Source: an optimization exercise on an open RTL-to-GDS flow (aim: small area and a short achievable clock period). Production flows keep margins and buffers that such runs may drop. Function was not checked in any run shown here: the RTL went through the layout flow alone. Power figures rest on the tool's default switching activity, not on a simulated workload.

==> flow/design.v (outline; a module is shown in full before it is edited, if it fits) <==
// module median_filter: 1542 lines
// module median_fa: 10 lines
// module median_ha: 9 lines
module median_filter (
	input  logic        clk,
	input  logic        rst,
	input  logic        i_clken,
	input  logic        i_mode,
	input  logic [39:0] i_column,
	output logic [7:0]  o_median,
	output logic        o_valid
);
  // ...
==> flow/flow/run.sh <==
#!/bin/bash
# standard layout, with setup repair aiming well below the clock period
set -euo pipefail
bash standard.sh SETUP_SLACK_MARGIN=18 finish > standard_make.log 2>&1
==> flow/standard.sh <==
#!/bin/bash
# synth_recipe.tcl (not shown) runs the flow's synth.tcl, then flattens the netlist and writes it again
# the make line also repeats each setting of config.mk as NAME=value (left out here)
make -C /OpenROAD-flow-scripts/flow DESIGN_CONFIG=/design/flow/config.mk WORK_HOME=/design/flow/orfs CLKGATE_MAP_FILE= SYNTH_SCRIPT=/design/flow/synth_recipe.tcl "${@:-finish}"
==> flow/config.mk <==
export PLATFORM = sky130hd
export DESIGN_NAME = median_filter
export DESIGN_NICKNAME = median_filter
export VERILOG_FILES = /design/flow/design.v
export SDC_FILE = /design/flow/constraint.sdc
export NUM_CORES = 4
export LEC_CHECK = 0
export CAP_MARGIN = 20
export CORE_MARGIN = 2
export CORE_UTILIZATION = 40
export SLEW_MARGIN = 20
export SYNTH_HIERARCHICAL = 1
export SYNTH_MINIMUM_KEEP_SIZE = 0
==> flow/constraint.sdc <==
create_clock -name core_clock -period 22.0 [get_ports {clk}]
set_input_delay 4.4000 -clock core_clock [delete_from_list [all_inputs] [get_ports {clk}]]
set_output_delay 4.4000 -clock core_clock [all_outputs]
set_load 0.01 [all_outputs]
==> impl_metrics.csv, run 1 <==
group,metric,value,unit
synth,synth_area_leader_cell,"edfxtp_1",
finish,clk_share,0.0494,
setup_path,path_buf_inv,1,
clock_network,cts_tree,"done",
clock_network,cts_buffer_depth,3,
sta,fin_setup_tns,0,ns
synth,synth_top_family_by_area,"adder cells",
sta,worst_slew_pin_slew,0.486,ns
setup_path,cp.depth,1,
grt,met1_usage,0.249,
clock_network,cts.sink_count,430,
drt,met3_length,1920,µm
floorplanning,start_util,0.402,
sta,maxSlewViolCount,0,
finish,utilization,0.587,
drt,drtIter0Drc,720,
grt,grt_usage,0.193,
synth,async_flop_share,0.0302,
floorplanning,die_h,244,µm
setup_path,setup.worst_path.start,"o_median[2]",
floorplanning,coreArea,57400,µm²
pwr,p_comb,2.34,mW
synth,synth_most_common_cell,"edfxtp_1",
synth,synth-simple-area-share,0.0614,
status,status,"complete, no violations",
setup_path,worstReg2RegEnd,"s3_q_q[0]",
==> run 2, diff against run 1 <==
==> flow/flow/run.sh (replaced) <==
#!/bin/bash
# standard layout, with setup repair aiming well below the clock period
set -euo pipefail
bash standard.sh SETUP_SLACK_MARGIN=17 finish > standard_make.log 2>&1
==> impl_metrics.csv, run 2 <==
group,metric,value,unit
synth,synth-compound-area-share,0.0310,
clock_network,worstSkewPairLatency,0.60,ns
sta,rsz0062_at_grt,"true",
sta,worst_slew_pin_slew,0.580,ns
grt,grt_pass1_vias,12814,
synth,synth-simple-area-share,0.0614,
synth,seq_area_frac_synth,0.557,
synth,synth_ff_type,"edfxtp_1",
sta,finalSetupViolCount,0,
grt,met2_usage,0.286,
synth,synth-edff-count,417,
grt,met1_usage,0.215,
sta,whs,0.416,ns
synth,syn-instance-count,1468,
grt,grt_pass1_wl,74800,µm
status,status,"complete, no violations",
grt,globalRouteOverflowTotal,0,
setup_path,path_buf_inv,1,
finish,largest_reg_flops,290,
pwr,p_leak,11.3,nW
sta,fmax,182,MHz
synth,synth_commonest_cells,"edfxtp_1, fa_1, xnor2_1, a21oi_1, nor2_1",
synth,synth_most_common_cell,"edfxtp_1",
floorplanning,top_level_ports,53,
finish,regMostFlops,"h",
synth,async_flop_share,0.0302,
place,dp_hpwl,33900,µm
drt,drt-total-wl,49300,µm
setup_path,max_stage_delay,0.39,ns
pwr,p_switching,1.49,mW
synth,ys_ff_latch,430,
drt,dr.pass1.iters,5,
min_path,hold_path.class,"reg -> reg",
setup_path,cp.required,17.60,ns
synth,synth_top_area_share,0.543,
synth,syn_nets,1833,
drt,postRouteAntennaNets,0,
finish,top_regs,"h: 290 flops, res: 48 flops",
grt,use_met3,0.0293,
synth,netlist_area,23100,µm²
floorplanning,start_util,0.402,
sta,fin_crit_sh,0.250,
drt,viasPerCell,4.97,
clock_network,ctsHoldBuffers,0,
grt,grt_usage,0.165,
pwr,ir_worst_vdd,0.162,mV
floorplanning,die_width,244,µm
finish,final_common_cell,"edfxtp_1",
pwr,internal_power,2.53,mW
sta,fin_setup_tns,0,ns
pwr,combinationalPowerShare,0.511,
sta,hold_viol_final,0,
synth,yosys-mux-area-fraction,0.00824,
clock_network,cts.sink_count,430,
setup_path,cp_max_fo,2,
synth,ys_warn_count,7,
synth,synth_area_leader_cell,"edfxtp_1",
pwr,p_seq_frac,0.291,
clock_network,cts_buffer_depth,3,
setup_path,cp.arrival,1.10,ns
floorplanning,dieArea,59600,µm²
finish,syn2layout_area_growth,28.0,%
floorplanning,fp-row-count,88,
clock_network,cts_htree_levels,2,
drt,vias,12030,
sta,slew_headroom,0.612,
clock_network,cts_tree,"done",
setup_path,cp_cell_sequence,"buf_6",
place,port_buffers,52,
finish,fillerInstances,4632,
floorplanning,coreArea,57400,µm²
drt,avgRoutedWirePerCell,20.4,µm
grt,grt_start_max_net_pins,74,
synth,synth_top_family_by_area,"adder cells",
synth,syn_avg_cell_area,15.7,µm²
setup_path,start_kind,"flop",
finish,most-common-layout-cells,"edfxtp_1, fa_1, fa_2",
sta,finalClockSkew,0.0272,ns
floorplanning,die_h,244,µm
setup_path,worstSetupPathType,"reg -> out",
flow_run,cap_violations,0,
pwr,p_sw_frac,0.371,
clock_network,cts_made_buffers,49,
clock_network,clkTransAtPathRegs,0.06,ns
pwr,power.share.clock,0.198,
finish,diodes,0,
drt,drc_errors,0,
drt,drtIter0Drc,749,
grt,busiest_layer,"met2",
setup_path,critPathSlowestCell,"dfrtp_1",
synth,synth_fa_ha_area_frac,0.264,
pwr,p_per_area,136,nW/µm²
synth,synth-xor-area-share,0.0573,
grt,antenna_found_initial,0,
finish,num-nets-final,1985,
sta,min_period,5.50,ns
synth,ys_top_cells_by_area,"edfxtp_1, fa_1, xnor2_1",
clock_network,root_buffer,"clkbuf_16",
setup_path,crit_family,"flip-flops",
finish,layout-drive-gt1-share,0.363,
synth,synth_cell_types,38,
sta,maxSlewViolCount,0,
place,finalWeightedCongestion,0.891,
setup_path,endpoint_kind,"primary output",
run 2: worst paths after layout:
path | from | endpoint | slack, ns | depth (start not counted)
max in group asynchronous | rst | o_median[6] | 17.43 | 1
min reg2reg | res[29] | res[37] | 0.42 | 0
max reg2reg | s2_med_q[5] | s3_q_q[0] | 16.71 | 17
max | o_median[1] | o_median[1] | 16.50 | 1
min in group asynchronous | rst | o_valid | 4.19 | 1
min | res[29] | res[37] | 0.42 | 0
run 2: per-module statistics from Yosys, one instance, submodules excluded:
| module | cells | times used | flops+latches |
|---|---|---|---|
| median_filter | 1156 | 1 | 430 |
| median_fa | 1 | 276 | 0 |
| median_ha | 1 | 36 | 0 |
run 2: repair_timing:
action                                  CTS  global route
gates resized for setup                 205           335
endpoints found under the setup margin  386           151
setup buffers                            24            30
gates cloned                              6             6
pin swaps                                29           139
run 2: cells by family (layout without fill, tap and decap cells):
group / count (synthesis) / after routing
buffers and inverters: 110 / 299
xor gates and xnor gates: 151 / 151
DFF: 430 / 430
adders and majority gates: 321 / 321
muxes: 18 / 18
and+or+nand+nor: 310 / 310
AOI/OAI and AO/OA: 128 / 128
run 2: per-stage QoR:
stage	setup slack [ns]	utilization	cell area [µm²]	std cells	power, mW
floorplan	16.94	-	23400	1468	2.37
global placement	15.04	0.432	24800	2268	2.76
detailed placement	14.95	0.432	24800	2268	2.80
CTS	16.44	0.477	27400	2386	3.78
global route	16.44	0.515	29500	2422	4.32
finish	16.50	0.515	29500	2422	4.02
run 2: metal layers:
layer,part of all wire,vias up
li1,-,5491
met1,0.40,6279
met2,0.54,185
met3,0.033,75
met4,0.023,0
met5,0,-
run 2: cell type report:
class                           count  area (µm²)  area share
Timing Repair Buffer              130        1570      0.0531
Clock buffer                       56        1250      0.0424
Inverter                           81         305      0.0103
Tap cell                          765         957      0.0324
Multi-Input combinational cell    928       12300       0.417
Clock inverter                     32         303      0.0103
Sequential cell                   430       12800       0.435
run 2: power by group through the flow:
stage,sequential [mW],combinational [mW],clock [mW]
5_1_grt,1.18,2.28,0.857
3_5_place_dp,1.19,1.61,0
2_1_floorplan,1.14,1.23,0
3_3_place_gp,1.18,1.58,0
6_report,1.17,2.06,0.796
4_1_cts,1.16,1.80,0.824
==> run 3, diff against run 2 <==
==> flow/flow/run.sh (replaced) <==
#!/bin/bash
# standard layout, with setup repair aiming well below the clock period
set -euo pipefail
bash standard.sh SETUP_SLACK_MARGIN=16.5 finish > standard_make.log 2>&1
==> impl_metrics.csv, run 3 <==
group,metric,value,unit
pwr,internal_power,2.49,mW
grt,globalRouteOverflowTotal,0,
sta,fin_ws,16.51,ns
sta,fmax,182,MHz
sta,fin_crit_sh,0.250,
setup_path,max_stage_delay,0.39,ns
synth,seq_area_frac_synth,0.557,
grt,met1_usage,0.200,
synth,syn-instance-count,1468,
flow_run,cap_violations,0,
synth,netlist_area,23100,µm²
pwr,ir_worst_vdd,0.133,mV
clock_network,ctsHoldBuffers,0,
sta,hold_viol_final,0,
synth,ys_warn_count,7,
clock_network,cts_buffer_depth,3,
finish,num-nets-final,1960,
grt,met2_usage,0.266,
finish,top_regs,"h: 290 flops, res: 48 flops",
place,finalWeightedCongestion,0.883,
grt,busiest_layer,"met2",
synth,synth_area_leader_cell,"edfxtp_1",
grt,grt_start_max_net_pins,125,
setup_path,worstSetupPathType,"reg -> out",
clock_network,root_buffer,"clkbuf_16",
floorplanning,fp-row-count,88,
synth,synth_ff_type,"edfxtp_1",
pwr,combinationalPowerShare,0.481,
pwr,p_seq_frac,0.297,
setup_path,ff2ff_setup_slack,16.59,ns
setup_path,path_buf_inv,1,
setup_path,crit_family,"flip-flops",
pwr,p_sw_frac,0.360,
sta,rsz0062_at_grt,"true",
min_path,hold_path.class,"reg -> reg",
place,place_ws,14.49,ns
setup_path,critPathSlowestCell,"dfrtp_1",
synth,syn_nets,1833,
synth,syn_avg_cell_area,15.7,µm²
place,dp_hpwl,33300,µm
finish,final_common_cell,"edfxtp_1",
setup_path,cp_cell_sequence,"buf_6",
setup_path,cp.required,17.60,ns
grt,use_met3,0.0273,
clock_network,worstSkewPairLatency,0.59,ns
drt,avgRoutedWirePerCell,19.3,µm
finish,most-common-layout-cells,"edfxtp_1, fa_1, xnor2_1",
floorplanning,die_width,244,µm
clock_network,cts_tree,"done",
floorplanning,die_h,244,µm
pwr,p_per_area,140,nW/µm²
sta,finalSetupViolCount,0,
finish,fillerInstances,4821,
drt,dr.pass1.iters,5,
clock_network,cts_htree_levels,2,
floorplanning,dieArea,59600,µm²
drt,drt-total-wl,46300,µm
clock_network,clkTransAtPathRegs,0.06,ns
synth,ys_ff_latch,430,
synth,synth-edff-count,417,
status,status,"complete, no violations",
sta,maxSlewViolCount,0,
pwr,power.share.clock,0.222,
grt,antenna_found_initial,0,
drt,drc_errors,0,
sta,slew_headroom,0.595,
synth,synth_top_area_share,0.543,
clock_network,cts_made_buffers,49,
pwr,p_leak,10.7,nW
setup_path,endpoint_kind,"primary output",
finish,largest_reg_flops,290,
synth,async_flop_share,0.0302,
clock_network,cts.sink_count,430,
grt,grt_usage,0.156,
finish,regMostFlops,"h",
setup_path,start_kind,"flop",
drt,postRouteAntennaNets,0,
drt,vias,11680,
grt,grt_pass1_wl,70800,µm
pwr,p_switching,1.40,mW
setup_path,cp_max_fo,2,
floorplanning,start_util,0.402,
sta,fin_setup_tns,0,ns
drt,viasPerCell,4.87,
finish,syn2layout_area_growth,20.3,%
finish,utilization,0.484,
synth,synth_commonest_cells,"edfxtp_1, fa_1, xnor2_1, a21oi_1, nor2_1",
place,port_buffers,52,
finish,layout-drive-gt1-share,0.227,
synth,synth_cell_types,38,
floorplanning,coreArea,57400,µm²
grt,grt_pass1_vias,12439,
sta,whs,0.415,ns
floorplanning,top_level_ports,53,
synth,ys_top_cells_by_area,"edfxtp_1, fa_1, xnor2_1",
sta,min_period,5.49,ns
sta,worst_slew_pin_slew,0.606,ns
finish,diodes,0,
sta,finalClockSkew,0.0220,ns
synth,synth_most_common_cell,"edfxtp_1",
setup_path,cp.arrival,1.09,ns
drt,drtIter0Drc,659,
run 3: metal layers:
layer,routed length (µm),vias up
met5,0,-
met4,1610,0
met3,1480,89
met2,23900,219
met1,19300,5967
li1,-,5405
run 3: power by group through the flow:
stage,clock [mW],sequential [mW],combinational (mW)
final,0.862,1.16,1.87
after global routing,0.921,1.17,2.11
after CTS,0.888,1.15,1.65
after detailed placement,0,1.17,1.59
after global placement,0,1.17,1.55
after floorplan,0,1.14,1.17
run 3: area by class of cell:
class	count	area [µm²]	share of cell area
Clock buffer	56	1310	0.0470
Sequential cell	430	12800	0.463
Multi-Input combinational cell	928	10800	0.388
Timing Repair Buffer	105	1150	0.0415
Tap cell	765	957	0.0345
Inverter	81	309	0.0111
Clock inverter	35	435	0.0157
run 3: what timing repair did:
item                                    CTS  global route
pin swaps                                 9            47
resized for setup                       107           204
endpoints found under the setup margin  324           133
gates cloned                              1             5
setup buffers                            14            22
run 3: cell families after synthesis:
family | after synthesis | share of synthesized area
flops | 430 | 0.557
fa+ha+maj | 321 | 0.264
simple gates | 310 | 0.0614
xor+xnor | 151 | 0.0573
compound gates | 128 | 0.0310
buf+inv | 110 | 0.0217
mux | 18 | 0.00824
run 3: metrics by stage:
stage / std cells / instance area [µm²] / total power, mW
4_1_cts: 2373 / 26600 / 3.69
3_3_place_gp: 2267 / 24400 / 2.72
3_5_place_dp: 2267 / 24400 / 2.76
5_1_grt: 2400 / 27800 / 4.21
6_report: 2400 / 27800 / 3.89
2_1_floorplan: 1468 / 23100 / 2.31
run 3: worst paths after layout:
| path | startpoint | to | cells after the start |
|---|---|---|---|
| min in group asynchronous | rst | o_median[2] | 1 |
| max in group asynchronous | rst | fill[0] | 1 |
| worst max-delay path | o_median[0] | o_median[0] | 1 |
| worst max register to register | s1_med_q[6] | s2_q_q[2] | 16 |
| worst min-delay path | res[22] | res[30] | 0 |
| worst min register to register | res[22] | res[30] | 0 |
run 3: Yosys stat by module, one instance, submodules excluded:
module	flip-flops and latches	times used	cell area (µm²)
median_fa	0	276	20.0
median_ha	0	36	12.5
median_filter	430	1	17100
==> run 4, diff against run 3 <==
--- a/flow/config.mk
+++ b/flow/config.mk
@@ -9,3 +9,3 @@
 export CORE_MARGIN = 2
-export CORE_UTILIZATION = 40
+export CORE_UTILIZATION = 65
 export SLEW_MARGIN = 20
==> impl_metrics.csv, run 4 <==
group,metric,value,unit
status,status,"complete, no violations",
clock_network,root_buffer,"clkbuf_16",
synth,syn-instance-count,1468,
drt,postRouteAntennaNets,0,
flow_run,cap_violations,0,
synth,synth_ff_type,"edfxtp_1",
setup_path,cp.arrival,1.10,ns
finish,diodes,0,
setup_path,cp_max_fo,2,
floorplanning,fp-row-count,69,
finish,largest_reg_flops,290,
clock_network,cts.sink_count,430,
setup_path,max_stage_delay,0.38,ns
grt,met2_usage,0.399,
finish,most-common-layout-cells,"edfxtp_1, fa_1, xnor2_1",
pwr,p_leak,10.7,nW
finish,fin_cells,2097,
synth,ys_top_cells_by_area,"edfxtp_1, fa_1, xnor2_1",
place,detailed_place.area,24100,µm²
synth,netlist_area,23100,µm²
drt,viasPerCell,5.83,
synth,synth-edff-count,417,
sta,fmax,182,MHz
setup_path,cp.required,17.60,ns
grt,grt_pass1_wl,71400,µm
floorplanning,dieArea,37000,µm²
sta,maxSlewViolCount,0,
drt,drc_errors,0,
finish,layout-drive-gt1-share,0.227,
drt,dr.pass1.iters,5,
finish,num-nets-final,1964,
sta,fin_crit_sh,0.250,
finish,final_common_cell,"edfxtp_1",
sta,hold_viol_final,0,
floorplanning,die_h,192,µm
finish,utilization,0.777,
sta,slew_headroom,0.597,
setup_path,critPathSlowestCell,"dfrtp_1",
sta,fin_setup_tns,0,ns
sta,worst_slew_pin_slew,0.602,ns
synth,synth-simple-area-share,0.0614,
drt,drt-total-wl,47600,µm
setup_path,endpoint_kind,"primary output",
grt,busiest_layer,"met1",
finish,syn2layout_area_growth,18.6,%
synth,synth_top_area_share,0.543,
pwr,finalPower,3.82,mW
clock_network,worstSkewPairLatency,0.59,ns
floorplanning,die_width,192,µm
setup_path,cp_cell_sequence,"buf_2",
synth,ys_warn_count,7,
synth,syn_avg_cell_area,15.7,µm²
finish,regMostFlops,"h",
drt,drtIter0Drc,879,
synth,ys_ff_latch,430,
pwr,ir_worst_vdd,0.131,mV
grt,use_met3,0.0595,
synth,synth_most_common_cell,"edfxtp_1",
clock_network,ctsHoldBuffers,0,
synth,synth_area_leader_cell,"edfxtp_1",
grt,grt_pass1_vias,12538,
clock_network,cts_tree,"done",
clock_network,cts_buffer_depth,3,
sta,finalClockSkew,0.0151,ns
place,place_ws,14.83,ns
grt,globalRouteOverflowTotal,0,
pwr,p_per_area,139,nW/µm²
sta,finalSetupViolCount,0,
synth,synth_fa_ha_area_frac,0.264,
setup_path,crit_family,"flip-flops",
grt,grt_start_max_net_pins,88,
synth,synth_commonest_cells,"edfxtp_1, fa_1, xnor2_1, a21oi_1, nor2_1",
setup_path,path_buf_inv,1,
sta,whs,0.415,ns
synth,async_flop_share,0.0302,
min_path,hold_path.class,"reg -> reg",
floorplanning,start_util,0.655,
place,dpl.cell_count,1962,
finish,top_regs,"h: 290 flops, res: 48 flops",
place,port_buffers,52,
drt,avgRoutedWirePerCell,22.7,µm
finish,final_cell_area,27400,µm²
sta,rsz0062_at_grt,"true",
floorplanning,top_level_ports,53,
sta,min_period,5.50,ns
place,dp_hpwl,32900,µm
finish,regArea,12800,µm²
place,finalWeightedCongestion,0.891,
synth,synth_cell_types,38,
grt,grt_usage,0.265,
synth,synth-compound-area-share,0.0310,
setup_path,worstSetupPathType,"reg -> out",
grt,antenna_found_initial,0,
synth,synth-xor-area-share,0.0573,
clock_network,clkTransAtPathRegs,0.06,ns
synth,syn_nets,1833,
finish,multiInputGateArea,10800,µm²
grt,met1_usage,0.402,
finish,fillerInstances,2025,
synth,synth_top_family_by_area,"adder cells",
floorplanning,coreArea,35200,µm²
setup_path,start_kind,"flop",
synth,seq_area_frac_synth,0.557,
sta,fin_ws,16.50,ns
synth,yosys-mux-area-fraction,0.00824,
clock_network,cts_made_buffers,46,
clock_network,cts_htree_levels,2,
drt,vias,12229,
## run 4: cell counts after synthesis
No cell type changed its count.
## run 4: layout make-up
cell class / instances / share of cell area
clock buffer: 55 / 0.0464
tap: 461 / 0.0211
inverter: 81 / 0.0112
clock inverter: 30 / 0.0127
timing repair buffer: 112 / 0.0442
sequential: 430 / 0.469
multi-input combinational: 928 / 0.395
## run 4: per-module statistics from Yosys (local to each module, per instance)
module	cell area, µm²	cells	times used	flip-flops and latches
median_filter	17100	1156	1	430
median_ha	12.5	1	36	0
median_fa	20.0	1	276	0
## run 4: kinds of logic after synthesis
family | after synthesis
flops | 430
fa+ha+maj | 321
simple gates | 310
xor+xnor | 151
compound gates | 128
buf+inv | 110
mux | 18
## run 4: layer usage
layer | part of all wire | vias to the layer above
met5 | 0 | -
met4 | 0.020 | 0
met3 | 0.066 | 66
met2 | 0.47 | 378
met1 | 0.44 | 6380
li1 | - | 5405
## run 4: path summary, 6_finish.rpt
path,startpoint,cells after the start,endpoint,slack [ns]
max,o_median[5],1,o_median[5],16.50
min,res[9],0,res[17],0.41
max reg2reg,s2_med_q[5],17,s3_q_q[4],16.53
min reg2reg,res[9],0,res[17],0.41
max in group asynchronous,rst,1,o_median[3],17.41
min in group asynchronous,rst,1,o_median[2],4.20
## run 4: what timing repair did
item                       CTS  global route
setup endpoints to repair  349            22
buffers inserted             8            35
gates cloned                 2             5
pin swaps                    4            42
resized for setup          106           197
hold endpoints to repair     0             0
## run 4: where the power goes
part	total (mW)	internal (mW)	switching [mW]	leakage [nW]
sequential	1.16	1.07	0.0934	4.22
combinational	1.84	0.875	0.965	5.75
clock	0.818	0.495	0.323	0.766
## run 4: worst register-to-register path, stage by stage (launching register included)
cell,delay (ns)
edfxtp_1,0.46
buf_4,0.18
buf_12,0.14
xnor2_1,0.15
nand3_2,0.11
buf_4,0.15
nor3_4,0.04
fa_1,0.46
fa_1,0.64
fa_1,0.49
fa_2,0.37
fa_1,0.47
ha_1,0.21
fa_2,0.36
fa_2,0.36
o21ai_4,0.27
mux2i_1,0.23
a21oi_1,0.11
==> run 5, diff against run 4 <==
--- a/flow/config.mk
+++ b/flow/config.mk
@@ -9,3 +9,5 @@
 export CORE_MARGIN = 2
-export CORE_UTILIZATION = 65
+export CORE_UTILIZATION = 40
+export CTS_CLUSTER_DIAMETER = 100
+export CTS_CLUSTER_SIZE = 30
 export SLEW_MARGIN = 20
==> impl_metrics.csv, run 5 <==
group,metric,value,unit
synth,ys_ff_latch,430,
setup_path,max_stage_delay,0.41,ns
flow_run,cap_violations,0,
setup_path,cp_max_fo,2,
finish,final_cell_area,26700,µm²
min_path,holdPathStages,0,
sta,finalClockSkew,0.0309,ns
synth,synth_cell_types,38,
drt,drc_errors,0,
synth,synth_area_leader_cell,"edfxtp_1",
finish,diodes,0,
finish,regArea,12800,µm²
synth,synth_ff_type,"edfxtp_1",
grt,grt_pass1_vias,12144,
clock_network,cts_made_buffers,21,
setup_path,timing.rr.start,"s1_med_q[7]",
place,port_buffers,52,
synth,netlist_area,23100,µm²
sta,hold_viol_final,0,
setup_path,reg2reg_depth,16,
clock_network,cts.sink_count,430,
place,detailed_place.area,24400,µm²
finish,fillerInstances,4958,
synth,synth_fa_ha_area_frac,0.264,
synth,syn-instance-count,1468,
grt,use_met3,0.0154,
synth,synth-simple-area-share,0.0614,
drt,viasPerCell,4.90,
sta,whs,0.403,ns
drt,vias,11479,
synth,synth_top_family_by_area,"adder cells",
finish,layout-drive-gt1-share,0.209,
min_path,worstHoldStart,"h[66]",
setup_path,worstSetupPathType,"reg -> out",
clock_network,root_buffer,"clkbuf_16",
synth,syn_avg_cell_area,15.7,µm²
clock_network,worstSkewPairLatency,0.58,ns
finish,top_regs,"h: 290 flops, res: 48 flops",
setup_path,crit_family,"flip-flops",
floorplanning,start_util,0.402,
floorplanning,coreArea,57400,µm²
synth,synth_commonest_cells,"edfxtp_1, fa_1, xnor2_1, a21oi_1, nor2_1",
sta,fmax,182,MHz
synth,ys_warn_count,7,
pwr,p_leak,10.2,nW
drt,drt-total-wl,45600,µm
finish,largest_reg_flops,290,
finish,fin_cells,2345,
synth,synth_top_area_share,0.543,
finish,utilization,0.466,
setup_path,cp.required,17.60,ns
place,dpl.cell_count,2267,
floorplanning,top_level_ports,53,
finish,multiInputGateArea,10800,µm²
sta,rsz0062_at_grt,"true",
sta,worst_slew_pin_slew,0.604,ns
floorplanning,die_h,244,µm
clock_network,clkTransAtPathRegs,0.12,ns
grt,antenna_found_initial,0,
grt,grt_usage,0.152,
finish,regMostFlops,"h",
pwr,p_per_area,130,nW/µm²
setup_path,worstReg2RegEnd,"s2_q_q[3]",
sta,finalSetupViolCount,0,
grt,grt_start_max_net_pins,125,
clock_network,ctsHoldBuffers,0,
pwr,ir_worst_vdd,0.143,mV
sta,fin_crit_sh,0.250,
floorplanning,dieArea,59600,µm²
setup_path,ff2ff_setup_slack,16.59,ns
clock_network,cts_buffer_depth,3,
finish,num-nets-final,1932,
pwr,finalPower,3.47,mW
place,place_ws,14.49,ns
floorplanning,fp-row-count,88,
setup_path,path_buf_inv,1,
synth,async_flop_share,0.0302,
finish,final_common_cell,"edfxtp_1",
drt,postRouteAntennaNets,0,
grt,met2_usage,0.266,
synth,synth-xor-area-share,0.0573,
sta,fin_setup_tns,0,ns
min_path,min_to,"h[106]",
finish,syn2layout_area_growth,15.7,%
setup_path,endpoint_kind,"primary output",
synth,synth-edff-count,417,
setup_path,cp_cell_sequence,"buf_6",
clock_network,cts_tree,"done",
clock_network,cts_htree_levels,1,
floorplanning,die_width,244,µm
drt,avgRoutedWirePerCell,19.4,µm
place,finalWeightedCongestion,0.883,
sta,slew_headroom,0.596,
grt,globalRouteOverflowTotal,0,
setup_path,start_kind,"flop",
grt,met1_usage,0.199,
synth,ys_top_cells_by_area,"edfxtp_1, fa_1, xnor2_1",
sta,maxSlewViolCount,0,
synth,syn_nets,1833,
grt,busiest_layer,"met2",
sta,fin_ws,16.50,ns
place,dp_hpwl,33300,µm
synth,seq_area_frac_synth,0.557,
sta,min_period,5.50,ns
finish,most-common-layout-cells,"edfxtp_1, fa_1, xnor2_1",
synth,synth-compound-area-share,0.0310,
min_path,hold_path.class,"reg -> reg",
drt,drtIter0Drc,648,
synth,yosys-mux-area-fraction,0.00824,
drt,dr.pass1.iters,5,
synth,synth_most_common_cell,"edfxtp_1",
setup_path,critPathSlowestCell,"dfrtp_1",
grt,grt_pass1_wl,69800,µm
setup_path,cp.arrival,1.10,ns
status,status,"complete, no violations",
## run 5: kinds of logic (layout without fill, tap and decap cells)
kind of cell,after synthesis,in the layout
buffers and inverters,110,222
adder cells (fa/ha/maj),321,321
AND/OR/NAND/NOR,310,310
flip-flops,430,430
multiplexers,18,18
XOR/XNOR,151,151
AO/OA/AOI/OAI,128,128
## run 5: how the worst max path moves through the flow
stage	slack (ns)	startpoint	end	cells after the start
3_3_place_gp	14.60	i_clken	s3_alive_q[14]	3
3_5_place_dp	14.49	i_clken	h[27]	3
5_1_grt	16.39	s1_med_q[7]	s2_q_q[3]	16
6_report	16.50	o_median[0]	o_median[0]	1
4_1_cts	16.45	o_median[0]	o_median[0]	1
2_1_floorplan	16.74	s1_med_q[6]	s2_q_q[1]	16
## run 5: layout make-up
class,count,area share
clock inverters,11,0.00525
inverters,81,0.0116
well taps,765,0.0358
flip-flops and latches,430,0.481
clock buffers,25,0.0214
repair buffers,105,0.0422
multi-input cells,928,0.403
## run 5: report_power, final
part	internal (mW)	total, mW	switching (mW)	leakage (nW)
clock network	0.199	0.474	0.274	0.346
logic	0.872	1.84	0.967	5.65
registers	1.06	1.15	0.0907	4.22
total	2.13	3.47	1.33	10.2
## run 5: timing repair
action                     CTS  global route
resized for setup          117           194
pin swaps                    4            33
buffers inserted            11            27
gates cloned                 1             3
setup endpoints to repair  324           146
## run 5: layer usage
layer  up-vias  wire (µm)  part of all wire
met5         -          0                 0
met4         0       1340             0.029
met3        61       1170             0.026
met2       164      23800              0.52
met1      5943      19300              0.42
li1       5311          -                 -
## run 5: Yosys stat by module, one instance, submodules excluded
module / cells / copies in the design
median_filter: 1156 / 1
median_fa: 1 / 276
median_ha: 1 / 36

==> separate check: timing with driven ports <==
Ports are ideal in the flow. The routed layouts listed here were re-timed in OpenROAD.
Step 1: set_driving_cell puts a clkbuf_16 on clk and a buf_2 on each other input, an assumption about the parent block.
Step 2 times the ports against the registers' clock, not the clock port: input delays grow and output delays shrink by t, the midpoint of the rising clock arrivals with the driver on.
Three values: ideal, step 1, step 2; two values: the first two.
| run | t, ns | setup slack, ns | worst setup path at the end | latest minus earliest clock arrival (ns) | worst register clock-pin slew, ns |
|---|---|---|---|---|---|
| run 1 | 0.641 | 16.468 / 16.160 / 15.519 | input to register | 0.018 / 0.018 | 0.07 / 0.07 |
| run 2 | 0.646 | 16.496 / 16.440 / 16.197 | input to register | 0.028 / 0.028 | 0.06 / 0.06 |
| run 3 | 0.629 | 16.507 / 16.454 / 16.006 | input to register | 0.022 / 0.023 | 0.07 / 0.07 |
| run 4 | 0.633 | 16.502 / 16.446 / 15.903 | input to register | 0.018 / 0.018 | 0.07 / 0.07 |
| run 5 | 0.625 | 16.501 / 16.444 / 15.972 | input to register | 0.032 / 0.032 | 0.12 / 0.12 |
After both steps setup and hold are still met in every run listed. The setup slack of run 1, which loses most, moves by -0.308 ns with the drivers and by -0.949 ns with both steps.
